Background: an optimization exercise with open tools, aiming at small area. Do not read the settings as production practice.
In this exercise RTL edits were held to simulation tests only and were not proved equivalent to the original.
Power figures rest on the tool's default switching activity, not on a simulated workload.

==> flow/design.v <==
`default_nettype none
module register_unit #(
  parameter int          XLEN    = 32,
  parameter logic [31:0] SP_INIT = 32'h0000_03FC
) (
  input  logic            clk,
  input  logic            rst_n,
  input  logic [4:0]      rs1,
  input  logic [4:0]      rs2,
  input  logic [4:0]      rd,
  input  logic            RUWr,
  input  logic [XLEN-1:0] RUDataWr,
  output logic [XLEN-1:0] RURs1,
  output logic [XLEN-1:0] RURs2,
  input  logic [4:0]      DbgAddr,
  output logic [XLEN-1:0] DbgData,
  output logic [31:0]     WrCount
);
  localparam logic [XLEN-1:0] SP_RESET = XLEN'(SP_INIT);
  logic [XLEN-1:0] regs_q [1:31];
  logic [31:0]     wr_count_q;
  logic [31:0]     wr_count_d;
  logic            wr_en;
  logic [XLEN-1:0] rs1_old;
  logic [XLEN-1:0] rs2_old;
  assign wr_en      = RUWr && (rd != 5'd0);
  assign wr_count_d = wr_count_q + 32'd1;
  always_ff @(posedge clk) begin
    if (!rst_n) begin
      for (int i = 1; i < 32; i++) begin
        regs_q[i] <= (i == 2) ? SP_RESET : '0;
      end
      wr_count_q <= '0;
    end else if (wr_en) begin
      regs_q[rd] <= RUDataWr;
      wr_count_q <= wr_count_d;
    end
  end
  always_comb begin
    rs1_old = '0;
    rs2_old = '0;
    DbgData = '0;
    if (rs1 != 5'd0)     rs1_old = regs_q[rs1];
    if (rs2 != 5'd0)     rs2_old = regs_q[rs2];
    if (DbgAddr != 5'd0) DbgData = regs_q[DbgAddr];
  end
  assign RURs1 = rs1_old;
  assign RURs2 = rs2_old;
  assign WrCount = wr_count_q;
endmodule
`default_nettype wire
==> flow/run.sh <==
#!/bin/bash
# synth_recipe.tcl (not shown) runs the flow's synth.tcl, then flattens the netlist and writes it again
# the make line also repeats each setting of config.mk as NAME=value (left out here)
make -C /OpenROAD-flow-scripts/flow DESIGN_CONFIG=/design/flow/config.mk WORK_HOME=/design/flow/orfs CLKGATE_MAP_FILE= SYNTH_SCRIPT=/design/flow/synth_recipe.tcl finish
==> flow/config.mk <==
export PLATFORM = sky130hd
export DESIGN_NAME = register_unit
export DESIGN_NICKNAME = register_unit
export VERILOG_FILES = /design/flow/design.v
export SDC_FILE = /design/flow/constraint.sdc
export NUM_CORES = 4
export LEC_CHECK = 0
export CAP_MARGIN = 20
export CORE_MARGIN = 2
export CORE_UTILIZATION = 45
export SLEW_MARGIN = 20
==> flow/constraint.sdc <==
create_clock -name core_clock -period 8.0 [get_ports {clk}]
set_input_delay 1.6000 -clock core_clock [delete_from_list [all_inputs] [get_ports {clk}]]
set_output_delay 1.6000 -clock core_clock [all_outputs]
set_load 0.01 [all_outputs]
==> run notes, run 1 <==
outcome=timing/DRC/antenna clean; clk_skew=0.00786 ns; Simple-Gate Fraction of Synth Area=11.9%; I/O Pins=183; syn_area_per_cell=14.3 sq um; Hold WC Path Type=register to register; Tcrit/Tclk final=84.2%; initial antenna violation count=18; RR Startpoint=wr_count_q[2]$_SDFFE_PN0P_; cell area after synthesis=64,400 sq um; post-synthesis xor/xnor area fraction=0.0544%; critical register-to-register path endpoint=wr_count_q[27]$_SDFFE_PN0P_; Die ar.=146,000 sq um; fraction of layout cells with a size suffix above 1=25.3%; critical path peak fanout=33; Worst EP arrival=5.14 ns; Unique masters post-synth=51; Routed WL=255,000 microns; dpl hpwl=154,000 microns; Crit Path Class=input pin to output port; Final ANT Viol Nets=0; most common cell after layout, fill and taps aside=edfxtp_1; RSZ-0062 raised after global routing=no; CTS tree=built; drt initial violations=6,870; vias per cell=7.03; Pre-antenna DRT Iters=5; Final setup violation count=0; area delta synth->final=13.0%; Layout Nets=4,559; relative slew slack=21.9%; fraction of the mapped netlist area in compound gates=5.67%; Worst VDD drop=0.202 mV; grt total ovfl=0; largest family of logic cells by synthesized area=multiplexers; setup slack, reg-to-reg=5.69 ns; Sink Count=1,056; CTS buffer count=120; setup_tns=0 ns; hold buffers post-CTS=0; Primary FF master, synth=edfxtp_1; IO Port Bufs=182; vias in the first global route=45,100; Fin. Hold Viols=0; fill count=11,800; DR vias=45,700; RD Place Congestion=0.911; register bit total from synthesis=1,056; initial core utilization=45.4%; Worst EP required=6.40 ns; Chip Height=382 microns; H-tree Lvls=3; CP endpoint=RURs1[12]; most frequent cells in the layout=1,024 x edfxtp_1, 990 x and2_1, 652 x mux4_2, 432 x mux2i_1, 177 x buf_4; Worst-path clk slew=0.06 ns; Max Transition Viols Final=0; Max Fclk=148 MHz; Post-Syn Instances=4,489; CP startpoint kind=input pin; r2r worst-path depth=4; Max clock buf depth=3; yosys warns=1; post-synthesis sequential area ratio=48.7%; Post-Synth Adder-Cell Area=0.0194%; root buffer cell=clkbuf_16; global-route wire length before repair=355,000 microns; crit path time final=6.74 ns; Worst Max-Slew Pin Slew=1.17 ns; number of core rows=138; Power Total=14.8 mW; multiplexer share of the synthesized area=30.1%; max-cap check violation count=0; DRC viols=0; Post-synth EDFFs=1,024; Post-CTS Resized=0; async set-reset flop share out of synthesis=0%; wire per inst=39.2 microns; worst-skew pair later-pin latency=0.75 ns; setup bufs post-CTS=0; Crit. End Element=output port; Chip Width=382 microns; pin count of the biggest net entering global routing=79; area of the core=142,000 sq um; gr usage total=34.6%; leak pwr=25.1 nW; Power Density=204 nW/um^2; Critical Path Start=rs1[4]
## metrics by stage
step | cell area, sq um | setup slack, ns | hold slack [ns] | util, % | cells
3_3_place_gp | 68700 | 1.17 | 0.477 | 48.5 | 6268
5_1_grt | 72700 | 1.28 | 0.528 | 51.3 | 6496
2_1_floorplan | 64500 | 2.73 | 0.504 | - | 4520
6_report | 72700 | 1.26 | 0.495 | 51.3 | 6501
4_1_cts | 72700 | 1.35 | 0.495 | 51.3 | 6493
3_5_place_dp | 68700 | 1.37 | 0.481 | 48.5 | 6269
## critical path: stages
cell	delay, ns
buf_2	0.75
nor2_4	0.05
buf_4	0.36
and3b_4	0.55
a221o_1	0.36
a31oi_1	0.69
clkdlybuf4s50_1	0.70
## report_power, final
group / switching (mW) / leakage, nW / total, mW / internal, mW
Clock: 2.40 / 1.94 / 5.75 / 3.35
Sequential: 0.231 / 10.0 / 6.60 / 6.37
Combinational: 1.43 / 13.2 / 2.47 / 1.04
Total: 4.06 / 25.1 / 14.8 / 10.8
## worst min path at each step
| stage | start | endpoint | slack, ns | cells after the start |
|---|---|---|---|---|
| after global routing | wr_count_q[29]$_SDFFE_PN0P_ | wr_count_q[29]$_SDFFE_PN0P_ | 0.53 | 2 |
| after detailed placement | wr_count_q[29]$_SDFFE_PN0P_ | wr_count_q[29]$_SDFFE_PN0P_ | 0.48 | 2 |
| after global placement | wr_count_q[29]$_SDFFE_PN0P_ | wr_count_q[29]$_SDFFE_PN0P_ | 0.48 | 2 |
| after floorplan | wr_count_q[8]$_SDFFE_PN0P_ | wr_count_q[8]$_SDFFE_PN0P_ | 0.50 | 2 |
| after CTS | wr_count_q[29]$_SDFFE_PN0P_ | wr_count_q[29]$_SDFFE_PN0P_ | 0.49 | 2 |
| final | wr_count_q[29]$_SDFFE_PN0P_ | wr_count_q[29]$_SDFFE_PN0P_ | 0.50 | 2 |
## layer usage
metal	vias up	GRT usage [%]	wire (microns)
met2	3539	51.4	113000
met1	23600	45.6	92900
li1	17800	-	-
met5	-	0	50
met4	6	20.6	17700
met3	709	9.28	30900
## logic make-up after synthesis
| kind of cell | after synthesis |
|---|---|
| adder cells (fa/ha/maj) | 1 |
| buffers and inverters | 522 |
| other | 1 |
| flip-flops | 1056 |
| AO/OA/AOI/OAI | 495 |
| AND/OR/NAND/NOR | 1291 |
| multiplexers | 1119 |
| XOR/XNOR | 4 |
## registers in the layout (all words and copies together), names as in the netlist
| name | flops |
|---|---|
| regs_q | 1024 |
| wr_count_q | 32 |
## synthesized netlist by cell type, types with 2 or more instances
master / instances / area, sq um
nor2b_1: 11 / 68.8
nand4_1: 19 / 119
o21ai_1: 62 / 310
a21oi_1: 39 / 195
a2bb2oi_1: 7 / 61.3
a22oi_1: 61 / 458
and3b_1: 3 / 26.3
a221oi_1: 59 / 517
a221o_1: 96 / 961
o21a_1: 3 / 22.5
buf_2: 133 / 666
inv_1: 5 / 18.8
a21o_1: 13 / 97.6
edfxtp_1: 1024 / 30700
nor3_1: 11 / 55.1
mux2i_1: 432 / 4320
clkbuf_1: 340 / 1280
o2111ai_1: 12 / 105
nand4b_1: 3 / 26.3
buf_4: 23 / 173
or4_1: 25 / 188
nand3_1: 17 / 85.1
and3_1: 2 / 12.5
and2_1: 991 / 6200
or2_1: 7 / 43.8
or3_1: 14 / 87.6
inv_2: 4 / 15.0
o21ai_0: 21 / 105
o31ai_1: 22 / 165
a31oi_1: 96 / 601
mux4_2: 652 / 14700
buf_1: 16 / 60.1
dfxtp_1: 32 / 641
and4_1: 3 / 26.3
nand2b_1: 12 / 75.1
xor2_1: 2 / 17.5
nor2_1: 34 / 128
xnor2_1: 2 / 17.5
nand2_1: 134 / 503
mux2_2: 35 / 394
nand3b_1: 2 / 15.0
## layout make-up
type	count	area [sq um]	area share, %
clock inverters	80	878	1.21
inverters	9	41.3	0.0568
multi-input cells	2942	31500	43.3
repair buffers	374	3450	4.74
well taps	1890	2360	3.25
flip-flops and latches	1056	31400	43.2
clock buffers	144	3120	4.29
diodes	6	15.0	0.0206
==> run 2, diff against run 1 <==
==> flow/design.v (replaced) <==
`default_nettype none
module ru_aoi3 (
  input  logic a0, s0, a1, s1, a2, s2,
  output logic y
);
  assign y = ~((a0 & s0) | (a1 & s1) | (a2 & s2));
endmodule
module ru_rdbit (
  input  logic [31:1] d,
  input  logic [31:1] s,
  output logic        y
);
  logic [10:0] t;
  for (genvar g = 0; g < 10; g++) begin : g_aoi
    ru_aoi3 u_aoi (
      .a0(d[3*g+1]), .s0(s[3*g+1]),
      .a1(d[3*g+2]), .s1(s[3*g+2]),
      .a2(d[3*g+3]), .s2(s[3*g+3]),
      .y (t[g])
    );
  end
  assign t[10] = ~(d[31] & s[31]);
  assign y = ~&t;
endmodule
module register_unit #(
  parameter int          XLEN    = 32,
  parameter logic [31:0] SP_INIT = 32'h0000_03FC
) (
  input  logic            clk,
  input  logic            rst_n,
  input  logic [4:0]      rs1,
  input  logic [4:0]      rs2,
  input  logic [4:0]      rd,
  input  logic            RUWr,
  input  logic [XLEN-1:0] RUDataWr,
  output logic [XLEN-1:0] RURs1,
  output logic [XLEN-1:0] RURs2,
  input  logic [4:0]      DbgAddr,
  output logic [XLEN-1:0] DbgData,
  output logic [31:0]     WrCount
);
  localparam logic [XLEN-1:0] SP_RESET = XLEN'(SP_INIT);
  logic [XLEN-1:0] regs_q [1:31];
  logic [31:0]     wr_count_q;
  logic            wr_en;
  logic [31:1]     we;
  logic [XLEN-1:0] wdata;      
  logic [XLEN-1:0] wdata_sp;   
  logic [31:1]     sel1, sel2, seld;
  assign wr_en    = RUWr && (rd != 5'd0);
  assign wdata    = rst_n ? RUDataWr : '0;
  assign wdata_sp = rst_n ? RUDataWr : SP_RESET;
  always_comb begin
    for (int i = 1; i < 32; i++) begin
      we[i]   = !rst_n || (RUWr && rd == 5'(i));
      sel1[i] = (rs1 == 5'(i));
      sel2[i] = (rs2 == 5'(i));
      seld[i] = (DbgAddr == 5'(i));
    end
  end
  always_ff @(posedge clk) begin
    for (int i = 1; i < 32; i++) begin
      if (we[i]) regs_q[i] <= (i == 2) ? wdata_sp : wdata;
    end
  end
  always_ff @(posedge clk) begin
    if (!rst_n)     wr_count_q <= '0;
    else if (wr_en) wr_count_q <= wr_count_q + 32'd1;
  end
  for (genvar b = 0; b < XLEN; b++) begin : g_rd
    logic [31:1] col;
    for (genvar i = 1; i < 32; i++) begin : g_col
      assign col[i] = regs_q[i][b];
    end
    ru_rdbit u_rs1 (.d(col), .s(sel1), .y(RURs1[b]));
    ru_rdbit u_rs2 (.d(col), .s(sel2), .y(RURs2[b]));
    ru_rdbit u_dbg (.d(col), .s(seld), .y(DbgData[b]));
  end
  assign WrCount = wr_count_q;
endmodule
`default_nettype wire
--- a/flow/config.mk
+++ b/flow/config.mk
@@ -10,2 +10,4 @@
 export CORE_UTILIZATION = 45
 export SLEW_MARGIN = 20
+export SYNTH_HIERARCHICAL = 1
+export SYNTH_MINIMUM_KEEP_SIZE = 0
==> run 2 against run 1 <==
  * Largest cell class is now sequential cells
  * Wire length down 18%
  * Still clean
  * First-iteration DRC count up 96%
  * Utilization up 3.0 points
  * Sequential cell count down 32
  * Non-clock buffer count down 46
  * Clock skew down 0.0031 ns
  * Largest power group unchanged
==> run notes, run 2 <==
outcome=timing/DRC/antenna clean; cell area after synthesis=45,000 sq um (-30%); area delta synth->final=19.3%; max-cap check violation count=0 (unchanged); Chip Width=320 microns (-16%); Post-Synth Adder-Cell Area=0.0278% (+0.0084 points); Crit. End Element=output port; register bit total from synthesis=1,024 (-3.0%); Post-CTS Resized=0 (unchanged); hold buffers post-CTS=0 (unchanged); grt total ovfl=0 (unchanged); internal power=9.57 mW (-11%); largest family of logic cells by synthesized area=compound AO/OA/AOI/OAI gates; RD Place Congestion=1.05 (+15%); setup slack, reg-to-reg=5.62 ns (-0.07 ns); CTS tree=built; Tcrit/Tclk final=89.7% (+5.5 points); syn_area_per_cell=16.1 sq um (+12%); Largest regs=regs_q (992), wr_count_q (32); cell taking the most area after synthesis=edfxtp_1; number of core rows=115 (-17%); Final ANT Viol Nets=0 (unchanged); Synth top cells by count=992 x edfxtp_1, 960 x a222oi_1, 202 x nand4_1, 125 x nand2_1, 101 x nor2_1; area of the multi-input gates=15,200 sq um (-52%); RSZ-0062 raised after global routing=no; Chip Height=320 microns (-16%); met3 WL=38,200 microns (+24%); Reg area=30,400 sq um (-3.1%); wire per inst=45.6 microns (+16%); clock share of power=37.3% (-1.5 points); CP startpoint kind=input pin; fraction of the mapped netlist area in compound gates=24.3% (+19 points); Unique masters post-synth=40 (-22%); Worst VDD drop=0.167 mV (-18%); Final setup violation count=0 (unchanged); Primary FF master, synth=edfxtp_1; most frequent cell after synthesis=edfxtp_1; Max clock buf depth=3 (unchanged); fraction of layout cells with a size suffix above 1=13.4% (-12 points); Simple-Gate Fraction of Synth Area=7.11% (-4.8 points); Routed WL=208,000 microns (-18%); Power Density=242 nW/um^2 (+19%); Worst-path clk slew=0.06 ns (about the same); DRC viols=0 (unchanged); area of the core=98,700 sq um (-30%); Top reg by flops=regs_q; vias in the first global route=38,100 (-16%); Hold WC Path Type=register to register; clk_skew=0.00479 ns (-0.00307 ns); Yosys top cell area share=66.2% (+18 points); critical path peak fanout=16 (-52%); Pre-antenna DRT Iters=17 (+12); Post-synth EDFFs=992 (-3.1%); H-tree Lvls=3 (unchanged); leak pwr=17.5 nW (-30%); Post-Syn Instances=2,797 (-38%); dpl hpwl=117,000 microns (-24%); setup_tns=0 ns (unchanged); global-route wire length before repair=286,000 microns (-19%); pin count of the biggest net entering global routing=62 (-22%); initial core utilization=45.6% (+0.14 points); setup bufs post-CTS=0 (unchanged); I/O Pins=183 (unchanged); most common cell after layout, fill and taps aside=edfxtp_1; yosys warns=8 (+7); DR vias=40,100 (-12%); Worst EP required=6.40 ns (about the same); drt initial violations=13,500 (+96%); Max Fclk=139 MHz (-6.1%); Fin. Hold Viols=0 (unchanged); switching power=3.41 mW (-16%); Power Total=13.0 mW (-12%); post-synthesis xor/xnor area fraction=0.487% (+0.43 points); Crit Path Class=input pin to output port; gr usage total=39.2% (+4.6 points); IO Port Bufs=182 (unchanged); Largest register FFs=992 (-3.1%); most frequent cells in the layout=992 x edfxtp_1, 960 x a222oi_1, 202 x nand4_1, 181 x clkdlybuf4s50_1, 138 x buf_4; met2 wire len=86,600 microns (-23%); multiplexer share of the synthesized area=0.0445% (-30 points); Worst Max-Slew Pin Slew=1.23 ns (+0.0589 ns); Worst EP arrival=5.58 ns (+0.44 ns); Switching Share=26.3% (-1.1 points); CTS buffer count=107 (-11%); Sink Count=1,024 (-3.0%); uppermost layer routed=met5; Logic pwr share=10.7% (-6.0 points); part of the power in registers=52.0% (+7.5 points); Layout Nets=3,254 (-29%); async set-reset flop share out of synthesis=0% (unchanged); fill count=7,817 (-34%); fin util=54.3% (+3.0 points); crit path time final=7.18 ns (+0.439 ns); Max Transition Viols Final=0 (unchanged); Die ar.=102,000 sq um (-30%); relative slew slack=18.1% (-3.8 points); initial antenna violation count=7 (-11); post-synthesis sequential area ratio=67.7% (+19 points); met1 wire length=65,900 microns (-29%); Synth area leaders=edfxtp_1 66%, a222oi_1 21%, nand4_1 2.8%; vias per cell=8.76 (+25%); worst-skew pair later-pin latency=0.70 ns (-0.05 ns); root buffer cell=clkbuf_16
run 2: kinds of logic after synthesis:
family | count (synthesis)
AOI/OAI and AO/OA | 1099
xor gates and xnor gates | 25
muxes | 2
and+or+nand+nor | 605
buffers and inverters | 41
DFF | 1024
adders and majority gates | 1
run 2: modules after synthesis, one instance, submodules excluded:
module	cell area [sq um]	cells
register_unit	32700	1453
ru_aoi3	10.0	1
ru_rdbit	27.5	4
run 2: layout make-up:
cell class | count | area share (%)
diodes | 6 | 0.0280
clock buffers | 132 | 5.28
clock inverters | 61 | 0.931
inverters | 5 | 0.0373
multi-input cells | 1732 | 28.4
flip-flops and latches | 1024 | 56.7
well taps | 1287 | 3.00
repair buffers | 328 | 5.64
run 2: worst paths after layout:
kind                               startpoint  cells after the start                     endpoint
setup reg to reg  wr_count_q[13]$_SDFFE_PN0P_                      5  wr_count_q[30]$_SDFFE_PN0P_
hold reg to reg   wr_count_q[31]$_SDFFE_PN0P_                      2  wr_count_q[31]$_SDFFE_PN0P_
setup / recovery                       rs1[0]                      8                    RURs1[26]
hold / removal    wr_count_q[31]$_SDFFE_PN0P_                      2  wr_count_q[31]$_SDFFE_PN0P_
run 2: through the flow:
| stage | std cells | area (sq um) | worst slack [ns] | hold slack, ns |
|---|---|---|---|---|
| 3_5_place_dp | 4376 | 50300 | 1.09 | 0.473 |
| 6_report | 4575 | 53600 | 0.821 | 0.479 |
| 5_1_grt | 4571 | 53600 | 0.799 | 0.522 |
| 2_1_floorplan | 2797 | 45000 | 2.23 | 0.490 |
| 3_3_place_gp | 4375 | 50300 | 1.12 | 0.460 |
| 4_1_cts | 4569 | 53600 | 1.06 | 0.487 |
run 2: power groups by stage:
stage	logic (mW)	clock network (mW)	registers (mW)
3_3_place_gp	1.28	0	6.79
6_report	1.39	4.84	6.75
2_1_floorplan	0.532	0	6.76
5_1_grt	1.38	5.07	6.79
3_5_place_dp	1.30	0	6.84
4_1_cts	1.30	4.85	6.73
run 2: metal layers:
metal / track usage [%] / up-vias
met4: 25.1 / 12
met3: 15.1 / 1054
met1: 49.2 / 19300
li1: - / 15000
met5: 0.520 / -
met2: 56.5 / 4763
run 2: worst max-delay path, cell delays in order:
cell and delay, ns:
clkdlybuf4s50_1 0.84, or3_1 0.63, nor2_2 0.67, buf_4 0.40, a222oi_1 0.17, nand4_1 0.31
a2111o_1 0.33, clkdlybuf4s50_1 0.61
==> run 3, diff against run 2 <==
--- a/flow/config.mk
+++ b/flow/config.mk
@@ -9,4 +9,7 @@
 export CORE_MARGIN = 2
 export CORE_UTILIZATION = 45
+export CTS_BUF_LIST = sky130_fd_sc_hd__clkbuf_8
+export CTS_CLUSTER_DIAMETER = 100
+export CTS_CLUSTER_SIZE = 15
 export SLEW_MARGIN = 20
 export SYNTH_HIERARCHICAL = 1
==> run 3 against run 2 <==
  * Hold slack gained 0.0042 ns
  * Sequential cell count is the same
  * Die area is the same
  * Cell count shrank 2.2%
  * Critical path type unchanged
  * First-iteration DRC count grew 4.6%
  * Via count shrank 0.46%
  * Register-to-register slack lost 0.02 ns
  * Largest power group unchanged
  * Critical path depth is the same
  * Synthesized cell count is the same
  * Largest cell class unchanged
==> run notes, run 3 <==
pin count of the biggest net entering global routing=62 (unchanged); hold buffers post-CTS=0 (unchanged); most common cell after layout, fill and taps aside=edfxtp_1; RSZ-0062 raised after global routing=no; Crit. End Element=output port; Post-Syn Instances=2,797 (unchanged); area delta synth->final=14.5%; fraction of layout cells with a size suffix above 1=11.9% (-1.5 points); met3 WL=38,300 microns (+0.42%); initial core utilization=45.6% (unchanged); vias in the first global route=37,700 (-0.95%); Chip Width=320 microns (unchanged); syn_area_per_cell=16.1 sq um (unchanged); Post-CTS Resized=0 (unchanged); initial antenna violation count=9 (+2); max-cap check violation count=0 (unchanged); leak pwr=16.5 nW (-5.7%); register bit total from synthesis=1,024 (unchanged); met1 wire length=65,400 microns (-0.73%); wire per inst=46.4 microns (+1.9%); number of core rows=115 (unchanged); Worst EP arrival=5.61 ns (+0.03 ns); RD Place Congestion=1.05 (unchanged); Sink Count=1,024 (unchanged); Primary FF master, synth=edfxtp_1; clk_skew=0.00897 ns (+0.00417 ns); dpl hpwl=117,000 microns (unchanged); Routed WL=208,000 microns (-0.33%); Top reg by flops=regs_q; Tcrit/Tclk final=90.2% (+0.45 points); area of the core=98,700 sq um (unchanged); internal power=7.74 mW (-19%); drt initial violations=14,100 (+4.6%); area of the multi-input gates=15,200 sq um (unchanged); gr usage total=39.0% (-0.18 points); Crit Path Class=input pin to output port; relative slew slack=18.2% (+0.15 points); Synth area leaders=edfxtp_1 66%, a222oi_1 21%, nand4_1 2.8%; I/O Pins=183 (unchanged); H-tree Lvls=3 (unchanged); critical path peak fanout=16 (unchanged); CP startpoint kind=input pin; root buffer cell=clkbuf_8; outcome=timing/DRC/antenna clean; Layout Nets=3,225 (-0.89%); IO Port Bufs=182 (unchanged); clock share of power=24.6% (-13 points); switching power=3.04 mW (-11%); cell taking the most area after synthesis=edfxtp_1; post-synthesis sequential area ratio=67.7% (unchanged); grt total ovfl=0 (unchanged); Worst Max-Slew Pin Slew=1.22 ns (-0.00229 ns); cell area after synthesis=45,000 sq um (unchanged); Logic pwr share=12.9% (+2.2 points); Unique masters post-synth=40 (unchanged); Max clock buf depth=3 (unchanged); setup bufs post-CTS=0 (unchanged); Final ANT Viol Nets=0 (unchanged); Final setup violation count=0 (unchanged); Pre-antenna DRT Iters=17 (unchanged); met2 wire len=86,600 microns (about the same); most frequent cell after synthesis=edfxtp_1; global-route wire length before repair=284,000 microns (-0.48%); Max Transition Viols Final=0 (unchanged); Max Fclk=139 MHz (-0.50%); DR vias=39,900 (-0.46%); Fin. Hold Viols=0 (unchanged); Post-synth EDFFs=992 (unchanged); fill count=8,006 (+2.4%); yosys warns=8 (unchanged); Worst VDD drop=0.117 mV (-30%); CTS buffer count=78 (-27%); Chip Height=320 microns (unchanged); part of the power in registers=62.5% (+10 points); vias per cell=8.92 (+1.7%); crit path time final=7.21 ns (+0.0359 ns); setup_tns=0 ns (unchanged); Largest regs=regs_q (992), wr_count_q (32); DRC viols=0 (unchanged); Worst-path clk slew=0.09 ns (+0.03 ns); most frequent cells in the layout=992 x edfxtp_1, 960 x a222oi_1, 202 x nand4_1, 181 x clkdlybuf4s50_1, 138 x buf_4; Worst EP required=6.40 ns (about the same); Switching Share=28.2% (+1.9 points); Largest register FFs=992 (unchanged); uppermost layer routed=met5; Reg area=30,400 sq um (unchanged); CTS tree=built; Yosys top cell area share=66.2% (unchanged); async set-reset flop share out of synthesis=0% (unchanged); Die ar.=102,000 sq um (unchanged); Synth top cells by count=992 x edfxtp_1, 960 x a222oi_1, 202 x nand4_1, 125 x nand2_1, 101 x nor2_1; Hold WC Path Type=register to register; fin util=52.2% (-2.2 points); Power Density=209 nW/um^2 (-13%); worst-skew pair later-pin latency=0.77 ns (+0.07 ns)
run 3: cell counts after synthesis:
No cell type changed its count.
run 3: routing by layer:
| metal | track usage (%) | vias up |
|---|---|---|
| met3 | 14.9 | 1053 |
| li1 | - | 14900 |
| met5 | 0.615 | - |
| met4 | 24.7 | 14 |
| met2 | 56.6 | 4822 |
| met1 | 48.9 | 19200 |
run 3: area by class of cell:
cell class	instances	share of cell area [%]
inverter	5	0.0389
multi-input combinational	1732	29.5
sequential	1024	59.1
clock buffer	80	2.14
tap	1287	3.13
antenna	5	0.0243
timing repair buffer	328	5.87
clock inverter	15	0.153
run 3: per-module statistics from Yosys (local to each module, per instance):
module,times used,cells inside,flops+latches
ru_aoi3,960,1,0
register_unit,1,1453,1024
ru_rdbit,96,4,0
run 3: final timing paths:
check | from | to | slack (ns) | cells after the start
setup reg to reg | wr_count_q[13]$_SDFFE_PN0P_ | wr_count_q[30]$_SDFFE_PN0P_ | 5.60 | 5
hold reg to reg | wr_count_q[31]$_SDFFE_PN0P_ | wr_count_q[31]$_SDFFE_PN0P_ | 0.48 | 2
hold / removal | wr_count_q[31]$_SDFFE_PN0P_ | wr_count_q[31]$_SDFFE_PN0P_ | 0.48 | 2
setup / recovery | rs1[0] | RURs1[26] | 0.79 | 8
run 3: per-stage QoR:
stage	hold WS, ns	instances	power, mW	cell area (sq um)	setup slack (ns)
after floorplan	0.490	2797	7.29	45000	2.23
after global placement	0.460	4375	8.08	50300	1.12
after detailed placement	0.473	4376	8.14	50300	1.09
after CTS	0.492	4471	10.7	51500	1.07
after global routing	0.527	4474	11.0	51500	0.800
final	0.483	4476	10.8	51500	0.785
run 3: worst max-delay path, cell delays in order:
cell and delay (ns):
clkdlybuf4s50_1 0.83, or3_1 0.63, nor2_2 0.68, buf_4 0.41, a222oi_1 0.17, nand4_1 0.31
a2111o_1 0.36, clkdlybuf4s50_1 0.62
run 3: cells by family after synthesis:
logic type	count (synthesis)	synth area share, %
xor+xnor	25	0.487
buf+inv	41	0.403
simple gates	605	7.11
fa+ha+maj	1	0.0278
compound gates	1099	24.3
mux	2	0.0445
flops	1024	67.7
run 3: power by group through the flow:
stage / sequential (mW) / combinational [mW] / clock, mW
6_report: 6.74 / 1.39 / 2.65
5_1_grt: 6.79 / 1.38 / 2.82
4_1_cts: 6.72 / 1.30 / 2.64
3_5_place_dp: 6.84 / 1.30 / 0
3_3_place_gp: 6.79 / 1.28 / 0
2_1_floorplan: 6.76 / 0.532 / 0

-- re-timing with driven ports --
Ports are ideal in the flow. The routed layouts listed here were re-timed in OpenROAD. Step 1 assumes that a clkbuf_16 drives the clock port and a buf_2 every other input. Step 2, shift: input delay + t, output delay - t, t = (earliest + latest rising clock arrival at the registers) / 2. This alone moves slack from input paths to output paths. Three values: no drivers, after step 1, after step 2; two values: the first two.
run | shift t [ns] | setup WS [ns] | worst setup path at the end | clock arrival spread, ns | worst register clock-pin slew, ns
run 1 | 0.833 | 1.261 / 1.219 / 1.219 | input to output | 0.034 / 0.034 | 0.07 / 0.07
run 2 | 0.765 | 0.821 / 0.725 / 0.725 | input to output | 0.028 / 0.028 | 0.07 / 0.07
run 3 | 0.831 | 0.785 / 0.711 / 0.711 | input to output | 0.044 / 0.044 | 0.11 / 0.11
After both steps every run listed still meets setup and hold. The setup slack of run 2, which loses most, moves by -0.096 ns with the drivers and by -0.096 ns with both steps.
